This design comes from an exercise in tuning for small area on the open sky130 flow, not from production work. The RTL was checked by simulation tests, not by an equivalence proof against the original design. Power is estimated from default activity; no workload was simulated.

==> inputs of v23 <==
==> flow/design.v <==
`default_nettype none
module param_weight_buffer #(
  parameter int DW    = 8,
  parameter int LANES = 11,
  parameter int TAPS  = 7,
  parameter int WPB   = 9
) (
  input  logic                 clk,
  input  logic                 rst,
  input  logic                 weight_valid,
  input  logic [WPB*DW-1:0]    weight_i,
  output logic                 weight_ready,
  input  logic                 swap,
  input  logic                 en_cnt,
  output logic                 shadow_full,
  output logic                 active_valid,
  output logic                 tap_last,
  output logic [LANES*DW-1:0]  para_weight_o
);
  localparam int c_NWORDS = LANES * TAPS;
  localparam int c_NBEATS = (c_NWORDS + WPB - 1) / WPB;
  logic                full_q, full_n_q;
  logic [c_NBEATS-1:0] beat_q, beat_n_q;
  logic [TAPS-1:0]     tap_q;       
  logic [TAPS-1:0]     sel_q;       
  logic                active_valid_q;
  logic w_accept;
  logic w_swap_acc;
  logic w_act_we, w_act_hold;
  assign weight_ready = full_n_q;
  assign shadow_full  = full_q;
  assign w_accept     = weight_valid & full_n_q;
  assign w_swap_acc   = swap & full_q;
  assign w_act_we     = swap & full_q;
  assign w_act_hold   = ~swap | full_n_q;
  logic [TAPS-1:0] w_tap_next;
  always_comb begin
    if (w_swap_acc)  w_tap_next = TAPS'(1);
    else if (en_cnt) w_tap_next = {tap_q[TAPS-2:0], tap_q[TAPS-1]};
    else             w_tap_next = tap_q;
  end
  always_ff @(posedge clk) begin
    if (rst) begin
      full_q         <= 1'b0;
      full_n_q       <= 1'b1;
      beat_q         <= c_NBEATS'(1);
      beat_n_q       <= ~(c_NBEATS'(1));
      tap_q          <= TAPS'(1);
      sel_q          <= '0;
      active_valid_q <= 1'b0;
    end else begin
      if (w_swap_acc) begin
        full_q   <= 1'b0;
        full_n_q <= 1'b1;
        beat_q   <= c_NBEATS'(1);
        beat_n_q <= ~(c_NBEATS'(1));
      end else if (w_accept) begin
        if (beat_q[c_NBEATS-1]) begin
          full_q   <= 1'b1;
          full_n_q <= 1'b0;
        end
        beat_q   <= {beat_q[c_NBEATS-2:0], 1'b0};
        beat_n_q <= {beat_n_q[c_NBEATS-2:0], 1'b1};
      end
      tap_q <= w_tap_next;
      if (w_swap_acc) active_valid_q <= 1'b1;
      sel_q <= w_tap_next & {TAPS{active_valid_q | w_swap_acc}};
    end
  end
  assign active_valid = active_valid_q;
  assign tap_last     = tap_q[TAPS-1];
  logic [c_NBEATS-1:0] w_sh_we, w_sh_hold;
  for (genvar b = 0; b < c_NBEATS; b++) begin : g_beat
    assign w_sh_we[b]   = weight_valid & beat_q[b];
    assign w_sh_hold[b] = ~weight_valid | beat_n_q[b];
  end
  for (genvar l = 0; l < LANES; l++) begin : g_lane
    logic [DW-1:0] w_or [TAPS+1];
    assign w_or[0] = '0;
    for (genvar t = 0; t < TAPS; t++) begin : g_tap
      localparam int c_K    = l * TAPS + t;
      localparam int c_BEAT = c_K / WPB;
      localparam int c_WORD = c_K % WPB;
      logic [DW-1:0] shadow_q;
      logic [DW-1:0] active_q;
      always_ff @(posedge clk) begin
        shadow_q <= (weight_i[c_WORD*DW +: DW] & {DW{w_sh_we[c_BEAT]}})
                  | (shadow_q & {DW{w_sh_hold[c_BEAT]}});
        active_q <= (shadow_q & {DW{w_act_we}}) | (active_q & {DW{w_act_hold}});
      end
      assign w_or[t+1] = w_or[t] | (active_q & {DW{sel_q[t]}});
    end
    assign para_weight_o[l*DW +: DW] = w_or[TAPS];
  end
endmodule
`default_nettype wire
==> flow/run.sh <==
#!/bin/bash
# synth_recipe.tcl (not shown) runs the flow's synth.tcl, then flattens the netlist and writes it again
# the make line also repeats each setting of config.mk as NAME=value (left out here)
make -C /OpenROAD-flow-scripts/flow DESIGN_CONFIG=/design/flow/config.mk WORK_HOME=/design/flow/orfs CLKGATE_MAP_FILE= SYNTH_SCRIPT=/design/flow/synth_recipe.tcl finish
==> flow/config.mk <==
export PLATFORM = sky130hd
export DESIGN_NAME = param_weight_buffer
export DESIGN_NICKNAME = param_weight_buffer
export VERILOG_FILES = /design/flow/design.v
export SDC_FILE = /design/flow/constraint.sdc
export NUM_CORES = 4
export LEC_CHECK = 0
export CAP_MARGIN = 20
export CORE_MARGIN = 2
export CORE_UTILIZATION = 40
export SLEW_MARGIN = 20
==> flow/constraint.sdc <==
create_clock -name core_clock -period 6.0 [get_ports {clk}]
set_input_delay 1.2000 -clock core_clock [delete_from_list [all_inputs] [get_ports {clk}]]
set_output_delay 1.2000 -clock core_clock [all_outputs]
set_load 0.01 [all_outputs]
==> inputs of v11, as changes to v23 <==
==> flow/design.v, changed modules only <==
module param_weight_buffer #(
  parameter int DW    = 8,
  parameter int LANES = 11,
  parameter int TAPS  = 7,
  parameter int WPB   = 9
) (
  input  logic                 clk,
  input  logic                 rst,
  input  logic                 weight_valid,
  input  logic [WPB*DW-1:0]    weight_i,
  output logic                 weight_ready,
  input  logic                 swap,
  input  logic                 en_cnt,
  output logic                 shadow_full,
  output logic                 active_valid,
  output logic                 tap_last,
  output logic [LANES*DW-1:0]  para_weight_o
);
  localparam int c_NWORDS = LANES * TAPS;
  localparam int c_NBEATS = (c_NWORDS + WPB - 1) / WPB;
  localparam int c_TIW    = (TAPS > 1) ? $clog2(TAPS) : 1;
  localparam int c_BCW    = $clog2(c_NBEATS + 1);
  localparam logic [0:0] c_ST_FILL = 1'b0;
  localparam logic [0:0] c_ST_FULL = 1'b1;
  logic [0:0]       state_q, state_d;
  logic [c_BCW-1:0] beat_cnt_q, beat_cnt_d;
  logic [c_TIW-1:0] tap_q, tap_d;
  logic             active_valid_q, active_valid_d;
  logic w_accept;
  logic w_swap_acc;
  logic w_last_beat;
  assign w_accept    = weight_valid & weight_ready;
  assign w_swap_acc  = swap & shadow_full;
  assign w_last_beat = (beat_cnt_q == c_BCW'(c_NBEATS - 1));
  always_ff @(posedge clk) begin
    if (rst) begin
      state_q <= c_ST_FILL;
    end else begin
      state_q <= state_d;
    end
  end
  always_comb begin
    state_d = state_q;
    case (state_q)
      c_ST_FILL: if (w_accept && w_last_beat) state_d = c_ST_FULL;
      c_ST_FULL: if (w_swap_acc)              state_d = c_ST_FILL;
      default:                                state_d = c_ST_FILL;
    endcase
  end
  always_comb begin
    weight_ready = (state_q == c_ST_FILL);
    shadow_full  = (state_q == c_ST_FULL);
  end
  always_comb begin
    beat_cnt_d     = beat_cnt_q;
    tap_d          = tap_q;
    active_valid_d = active_valid_q;
    if (w_swap_acc) begin
      beat_cnt_d = '0;
    end else if (w_accept) begin
      beat_cnt_d = beat_cnt_q + 1'b1;
    end
    if (w_swap_acc) begin
      tap_d          = '0;
      active_valid_d = 1'b1;
    end else if (en_cnt) begin
      if (tap_q == c_TIW'(TAPS - 1)) tap_d = '0;
      else                           tap_d = tap_q + 1'b1;
    end
  end
  always_ff @(posedge clk) begin
    if (rst) begin
      beat_cnt_q     <= '0;
      tap_q          <= '0;
      active_valid_q <= 1'b0;
    end else begin
      beat_cnt_q     <= beat_cnt_d;
      tap_q          <= tap_d;
      active_valid_q <= active_valid_d;
    end
  end
  assign active_valid = active_valid_q;
  assign tap_last     = (tap_q == c_TIW'(TAPS - 1));
  for (genvar l = 0; l < LANES; l++) begin : g_lane
    logic [DW-1:0] w_taps [TAPS];
    for (genvar t = 0; t < TAPS; t++) begin : g_tap
      localparam int c_K    = l * TAPS + t;
      localparam int c_BEAT = c_K / WPB;
      localparam int c_WORD = c_K % WPB;
      logic [DW-1:0] shadow_q;
      logic [DW-1:0] active_q;
      always_ff @(posedge clk) begin
        if (rst) begin
          shadow_q <= '0;
          active_q <= '0;
        end else begin
          if (w_accept && (beat_cnt_q == c_BCW'(c_BEAT))) begin
            shadow_q <= weight_i[c_WORD*DW +: DW];
          end
          if (w_swap_acc) begin
            active_q <= shadow_q;
          end
        end
      end
      assign w_taps[t] = active_q;
    end
    assign para_weight_o[l*DW +: DW] = w_taps[tap_q];
  end
endmodule
==> inputs of v13, as changes to v23 <==
==> flow/design.v, changed modules only <==
module param_weight_buffer #(
  parameter int DW    = 8,
  parameter int LANES = 11,
  parameter int TAPS  = 7,
  parameter int WPB   = 9
) (
  input  logic                 clk,
  input  logic                 rst,
  input  logic                 weight_valid,
  input  logic [WPB*DW-1:0]    weight_i,
  output logic                 weight_ready,
  input  logic                 swap,
  input  logic                 en_cnt,
  output logic                 shadow_full,
  output logic                 active_valid,
  output logic                 tap_last,
  output logic [LANES*DW-1:0]  para_weight_o
);
  localparam int c_NWORDS = LANES * TAPS;
  localparam int c_NBEATS = (c_NWORDS + WPB - 1) / WPB;
  localparam int c_TIW    = (TAPS > 1) ? $clog2(TAPS) : 1;
  localparam logic [c_NBEATS-1:0] c_BEAT0   = c_NBEATS'(1);
  localparam logic [c_NBEATS-1:0] c_BEAT0_N = ~c_BEAT0;
  logic                full_q, full_n_q;
  logic [c_NBEATS-1:0] beat_q, beat_n_q;
  logic [c_TIW-1:0]    tap_q;
  logic                active_valid_q;
  logic                act_inv_q;
  logic w_accept;
  logic w_swap_acc;
  assign weight_ready = full_n_q;
  assign shadow_full  = full_q;
  assign w_accept     = weight_valid & full_n_q;
  assign w_swap_acc   = swap & full_q;
  always_ff @(posedge clk) begin
    if (rst) begin
      full_q         <= 1'b0;
      full_n_q       <= 1'b1;
      beat_q         <= c_BEAT0;
      beat_n_q       <= c_BEAT0_N;
      tap_q          <= '0;
      active_valid_q <= 1'b0;
      act_inv_q      <= 1'b1;
    end else begin
      if (w_swap_acc) begin
        full_q   <= 1'b0;
        full_n_q <= 1'b1;
        beat_q   <= c_BEAT0;
        beat_n_q <= c_BEAT0_N;
      end else if (w_accept) begin
        if (beat_q[c_NBEATS-1]) begin
          full_q   <= 1'b1;
          full_n_q <= 1'b0;
        end
        beat_q   <= {beat_q[c_NBEATS-2:0], 1'b0};
        beat_n_q <= {beat_n_q[c_NBEATS-2:0], 1'b1};
      end
      if (w_swap_acc) begin
        tap_q          <= '0;
        active_valid_q <= 1'b1;
      end else if (en_cnt) begin
        if (tap_q == c_TIW'(TAPS - 1)) tap_q <= '0;
        else                           tap_q <= tap_q + 1'b1;
      end
      act_inv_q <= w_swap_acc | ~act_inv_q;
    end
  end
  assign active_valid = active_valid_q;
  assign tap_last     = (tap_q == c_TIW'(TAPS - 1));
  logic [c_NBEATS-1:0] w_sh_we, w_sh_hold;
  for (genvar b = 0; b < c_NBEATS; b++) begin : g_beat
    assign w_sh_we[b]   = weight_valid & beat_q[b];
    assign w_sh_hold[b] = ~weight_valid | beat_n_q[b];
  end
  logic w_act_ld, w_act_rot, w_act_hold;
  assign w_act_ld   = ~rst & swap & full_q;
  assign w_act_rot  = ~rst & (~swap | full_n_q) & en_cnt;
  assign w_act_hold = ~rst & (~swap | full_n_q) & ~en_cnt;
  for (genvar l = 0; l < LANES; l++) begin : g_lane
    logic [DW-1:0] w_act [TAPS];
    for (genvar t = 0; t < TAPS; t++) begin : g_tap
      localparam int c_K    = l * TAPS + t;
      localparam int c_BEAT = c_K / WPB;
      localparam int c_WORD = c_K % WPB;
      logic [DW-1:0] shadow_q;
      logic [DW-1:0] active_q;
      logic [DW-1:0] w_act_d;
      always_ff @(posedge clk) begin
        shadow_q <= (weight_i[c_WORD*DW +: DW] & {DW{w_sh_we[c_BEAT]}})
                  | (shadow_q & {DW{w_sh_hold[c_BEAT]}});
        active_q <= w_act_d;
      end
      pwb_act_sel #(.DW(DW)) u_act_sel (
        .ld_i   (w_act_ld),
        .rot_i  (w_act_rot),
        .hold_i (w_act_hold),
        .ld_d_i (shadow_q),
        .rot_d_i(w_act[(t+1)%TAPS]),
        .q_i    (active_q),
        .d_o    (w_act_d)
      );
      assign w_act[t] = active_q;
    end
    assign para_weight_o[l*DW +: DW] = w_act[0] ^ {DW{act_inv_q}};
  end
endmodule
module pwb_act_sel #(
  parameter int DW = 8
) (
  input  logic          ld_i,
  input  logic          rot_i,
  input  logic          hold_i,
  input  logic [DW-1:0] ld_d_i,
  input  logic [DW-1:0] rot_d_i,
  input  logic [DW-1:0] q_i,
  output logic [DW-1:0] d_o
);
  assign d_o = ~((ld_d_i & {DW{ld_i}}) | (rot_d_i & {DW{rot_i}}) | (q_i & {DW{hold_i}}));
endmodule
==> flow/flow/run.sh (new file) <==
#!/bin/bash
# Standard ORFS layout with two changes: ports are buffered with the smallest
# buffer (buf_1) instead of the resizer's default pick, and clock tree
# synthesis uses clkbuf_4 over sink clusters of up to 10 without dummy loads.
set -euo pipefail
export BUFFER_PORTS_ARGS="-buffer_cell sky130_fd_sc_hd__buf_1"
export CTS_ARGS="-sink_clustering_enable -repair_clock_nets -dont_use_dummy_load -buf_list sky130_fd_sc_hd__clkbuf_4 -sink_clustering_size 10 -sink_clustering_max_diameter 40"
bash standard.sh > standard_flow.log 2>&1
==> flow/standard.sh (new file) <==
#!/bin/bash
# synth_recipe.tcl (not shown) runs the flow's synth.tcl, then flattens the netlist and writes it again
# the make line also repeats each setting of config.mk as NAME=value (left out here)
make -C /OpenROAD-flow-scripts/flow DESIGN_CONFIG=/design/flow/config.mk WORK_HOME=/design/flow/orfs CLKGATE_MAP_FILE= SYNTH_SCRIPT=/design/flow/synth_recipe.tcl "${@:-finish}"
- CORE_UTILIZATION: 40 -> 60
- SYNTH_HIERARCHICAL: unset -> 1
- SYNTH_MINIMUM_KEEP_SIZE: unset -> 0
removed: flow/run.sh
==> qor summary <==
                                                                          v23                     v11                      v13
Status                                                         finished clean          finished clean           finished clean
Initial Utilization                                                     40.2%                   40.3%                    60.9%
Synthesized area divided by synthesized cell count                   12.5 µm²                7.63 µm²                 13.2 µm²
Setup slack on the worst flop-to-flop path                            3.59 ns                 3.00 ns                  2.98 ns
Largest incremental delay on the critical path                        1.00 ns                 0.75 ns                  0.67 ns
Finished Layout Cells                                                    4805                    7886                     3891
Worst setup slack before clock tree synthesis                         2.08 ns                 1.60 ns                  2.39 ns
Master of the slowest instance on the critical path  sky130_fd_sc_hd__dfxtp_4  sky130_fd_sc_hd__buf_4  sky130_fd_sc_hd__xor2_1
Area after DPL                                                      43600 µm²               50700 µm²                40200 µm²
Fraction of layout cells with a size suffix above 1                     9.31%                   7.22%                    6.95%
Power density over cell area                                       372 nW/µm²              330 nW/µm²               353 nW/µm²
Levels on crit path                                                         4                       8                        3
Horizontal extent of the die                                           329 µm                  352 µm                   263 µm
Multiplexer area fraction after synthesis                              0.166%                   3.40%                       0%
Drt via density                                                          6.23                    5.49                     7.66
Sequential-to-total area share from yosys stat                          60.0%                   51.3%                    62.7%
Placed insts                                                             4571                    7647                     3717
Slew HR                                                                 16.7%                   18.9%                    19.0%

[what the ideal ports hide]
The results above use ideal ports. As a check the final layouts listed here were re-extracted and re-timed, cells and wires unchanged. Step 1 sets driving cells, clkbuf_16 on the clock port and buf_2 on the other inputs (assumed; they add their load-dependent delay and slew). Step 2 moves the port delays by t, midway between the first and last clock arrival at a register: inputs arrive t later, outputs are due t later. That takes back most of the time a late clock gives input paths. Slacks: no drivers / after step 1 / after step 2; pairs: no drivers / after step 1.
run	shift t [ns]	slack for setup (ns)	clock arrival spread, ns
v23	0.796	1.220 / 1.150 / 1.945	0.028 / 0.027
v11	0.802	0.772 / 0.703 / 1.505	0.033 / 0.033
v13	1.069	1.680 / 1.615 / 2.296	0.076 / 0.076
After both steps every run listed still meets setup and hold.
